Context: an optimization exercise on an open-source flow, tuned for small area and a short achievable clock period. The choices shown serve that exercise and are no tape-out recipe. The RTL was checked by simulation tests, not by an equivalence proof against the original design. Power is estimated from default activity; no workload was simulated.

==> flow/design.v <==
package conv_pkg;
  function automatic integer sq(input integer n);
    sq = n * n;
  endfunction
  function automatic integer nbits(input integer n);
    nbits = $clog2(n + 1);
  endfunction
  localparam int K_DIM  = 3;
  localparam int I_DIM  = 8;
  localparam int M_BITS = 16;
  localparam int O_DIM  = K_DIM + I_DIM - 1;
  localparam int O_SIZE = sq(O_DIM);
  localparam int O_BITS = nbits(O_DIM);
  localparam int A_BITS = nbits(O_SIZE);
  typedef enum logic [0:0] {FILL, DRAIN} out_state_t;
  typedef logic [A_BITS-1:0] addr_t;
  typedef logic [M_BITS-1:0] word_t;
  typedef logic [O_BITS-1:0] coord_t;
endpackage
module out_frame_buf (
  input  logic  clk,
  input  logic  clr,
  input  logic [conv_pkg::O_SIZE-1:0] we,
  input  conv_pkg::word_t wdata,
  input  logic [conv_pkg::O_DIM-1:0]  rrow,
  input  logic [conv_pkg::O_DIM-1:0]  rcol,
  output conv_pkg::word_t rdata,
  output logic  rvalid
);
  localparam int N = conv_pkg::O_DIM;
  conv_pkg::word_t             mem [0:conv_pkg::O_SIZE-1];
  logic [conv_pkg::O_SIZE-1:0] written;
  always_ff @(posedge clk) begin
    for (int s = 0; s < conv_pkg::O_SIZE; s++)
      if (we[s]) mem[s] <= wdata;
  end
  always_ff @(posedge clk) begin
    if (clr) written <= '0;
    else     written <= written | we;
  end
  conv_pkg::word_t row_data [0:N-1];
  logic [N-1:0]    row_valid;
  always_comb begin
    for (int r = 0; r < N; r++) begin
      row_data[r]  = '0;
      row_valid[r] = 1'b0;
      for (int c = 0; c < N; c++) begin
        row_data[r]  = row_data[r]  | (mem[r*N+c] & {conv_pkg::M_BITS{rcol[c]}});
        row_valid[r] = row_valid[r] | (written[r*N+c] & rcol[c]);
      end
    end
    rdata  = '0;
    rvalid = 1'b0;
    for (int r = 0; r < N; r++) begin
      rdata  = rdata  | (row_data[r] & {conv_pkg::M_BITS{rrow[r]}});
      rvalid = rvalid | (row_valid[r] & rrow[r]);
    end
  end
endmodule
module conv_out_ctrl (
  input  logic                clk,
  input  logic                rst,
  input  logic [conv_pkg::M_BITS-1:0] in_data,
  input  logic [2*conv_pkg::O_BITS-1:0] in_user,
  input  logic                in_last,
  input  logic                in_valid,
  output logic                in_ready,
  output logic [conv_pkg::M_BITS-1:0] out_data,
  output logic                out_last,
  output logic                out_valid,
  input  logic                out_ready,
  output logic                err_range,
  output logic                err_miss
);
  localparam int N = conv_pkg::O_DIM;
  logic            drain_q;       
  logic            fill_q;        
  logic [N-1:0]    rrow_q;        
  logic [N-1:0]    rcol_q;        
  logic            last_q;        
  logic            shown_valid_q; 
  conv_pkg::word_t dout_q;        
  conv_pkg::coord_t row, col;
  logic [N-1:0]    wrow, wcol;
  logic            acc, in_range;
  logic [conv_pkg::O_SIZE-1:0] we;
  conv_pkg::word_t rdata;
  logic            rvalid;
  logic            hs_out, done, advance;
  assign row = in_user[2*conv_pkg::O_BITS-1:conv_pkg::O_BITS];
  assign col = in_user[conv_pkg::O_BITS-1:0];
  assign acc = in_valid && !drain_q;
  always_comb begin
    for (int i = 0; i < N; i++) begin
      wrow[i] = acc && (row == conv_pkg::coord_t'(i));
      wcol[i] = (col == conv_pkg::coord_t'(i));
    end
    for (int r = 0; r < N; r++)
      for (int c = 0; c < N; c++)
        we[r*N+c] = wrow[r] && wcol[c];
  end
  assign in_range = (row < conv_pkg::coord_t'(N)) && (col < conv_pkg::coord_t'(N));
  assign hs_out  = drain_q && out_ready;
  assign done    = hs_out && last_q;
  assign advance = (acc && in_last) || hs_out;
  out_frame_buf u_buf (
    .clk    (clk),
    .clr    (rst || done),
    .we     (we),
    .wdata  (in_data),
    .rrow   (rrow_q),
    .rcol   (rcol_q),
    .rdata  (rdata),
    .rvalid (rvalid)
  );
  always_ff @(posedge clk) begin
    if (rst || done) begin
      drain_q <= 1'b0;
      fill_q  <= 1'b1;
      rrow_q  <= {{(N-1){1'b0}}, 1'b1};
      rcol_q  <= {{(N-1){1'b0}}, 1'b1};
    end else begin
      if (acc && in_last) begin
        drain_q <= 1'b1;
        fill_q  <= 1'b0;
      end
      if (advance) begin
        rcol_q <= {rcol_q[N-2:0], rcol_q[N-1]};
        if (rcol_q[N-1]) rrow_q <= {rrow_q[N-2:0], rrow_q[N-1]};
      end
    end
  end
  always_ff @(posedge clk) begin
    if (!drain_q || out_ready) begin
      dout_q        <= we[0] ? in_data : (rvalid ? rdata : '0);
      shown_valid_q <= we[0] || rvalid;
      last_q        <= drain_q && rrow_q[N-1] && rcol_q[N-1];
    end
  end
  assign in_ready  = fill_q;
  assign out_valid = drain_q;
  assign out_data  = dout_q;
  assign out_last  = last_q;
  always_ff @(posedge clk) begin
    if (rst) begin
      err_range <= 1'b0;
      err_miss  <= 1'b0;
    end else begin
      if (acc && !in_range)
        err_range <= 1'b1;
      if (hs_out && !shown_valid_q)
        err_miss <= 1'b1;
    end
  end
endmodule
export LEC_CHECK = 0
export ABC_CLOCK_PERIOD_IN_PS = 2200
export CAP_MARGIN = 20
export CORE_MARGIN = 2
export CORE_UTILIZATION = 60
export SETUP_SLACK_MARGIN = 3.2
export SLEW_MARGIN = 60
export TNS_END_PERCENT = 5
create_clock -name core_clock -period 5.5 [get_ports {clk}]
standard.sh (not shown) runs the stock make flow with config.mk's settings and CLKGATE_MAP_FILE= SYNTH_SCRIPT=/design/flow/synth_recipe.tcl, a recipe that flattens the netlist after the stock synthesis.
==> flow/flow/run.sh <==
#!/bin/bash
# Standard ORFS layout, except that the port buffers start as buf_4
# (resizable within the buf footprint) instead of the default pick.
set -euo pipefail
bash standard.sh BUFFER_PORTS_ARGS="-buffer_cell sky130_fd_sc_hd__buf_4" finish > orfs_make.log 2>&1
The starting point passed the timing, design-rule and antenna checks.
==> next run, changes <==
ABC_CLOCK_PERIOD_IN_PS = default   (was 2200)
CORE_UTILIZATION = 72   (was 60)
SETUP_SLACK_MARGIN = 2.85   (was 3.2)
TNS_END_PERCENT = default   (was 5)
Outcome: Sequential power is about the same. Sequential cell count stays the same. Synthesized area is unchanged.
==> next run, changes <==
ABC_CLOCK_PERIOD_IN_PS = 2200   (was default)
CORE_UTILIZATION = 60   (was 72)
SETUP_SLACK_MARGIN = 3.2   (was 2.85)
After rerunning: The changed run completed without violations. Maximum frequency increases by 3.3%. Cell area goes up by 2.1%. Synthesized area is unchanged. Utilization came out lower by 13 points. Non-clock buffer count rose by 100.

==> afterwards: timing with drivers on the ports <==
No port has a modelled driver above. Below, the same layouts with a new extraction and two added sets of constraints. Step 1: set_driving_cell puts a clkbuf_16 on clk and a buf_2 on each other input, an assumption about the parent block. Step 2 times the ports against the registers' clock, not the clock port: input delays grow and output delays shrink by t, the midpoint of the rising clock arrivals with the driver on. Slacks: ideal ports / drivers / drivers and shift; pairs: ideal ports / drivers.
| run | t, ns | slack for setup (ns) | worst hold slack (ns) | worst slew at a driven data input, ns | pins driven straight from the clock port |
|---|---|---|---|---|---|
| the first run | 0.853 | 2.662 / 2.662 / 2.150 | 0.455 / 0.455 / 0.455 | 0.15 | 1 |
| the second run | 0.833 | 2.652 / 2.652 / 2.017 | 0.471 / 0.471 / 0.471 | 0.18 | 1 |
| the third run | 0.836 | 2.744 / 2.744 / 2.269 | 0.453 / 0.453 / 0.453 | 0.16 | 1 |
After both steps setup and hold are still met in every run listed. For the second run, which loses most, drivers alone change the setup slack by 0.000 ns; drivers and shift together by -0.635 ns.
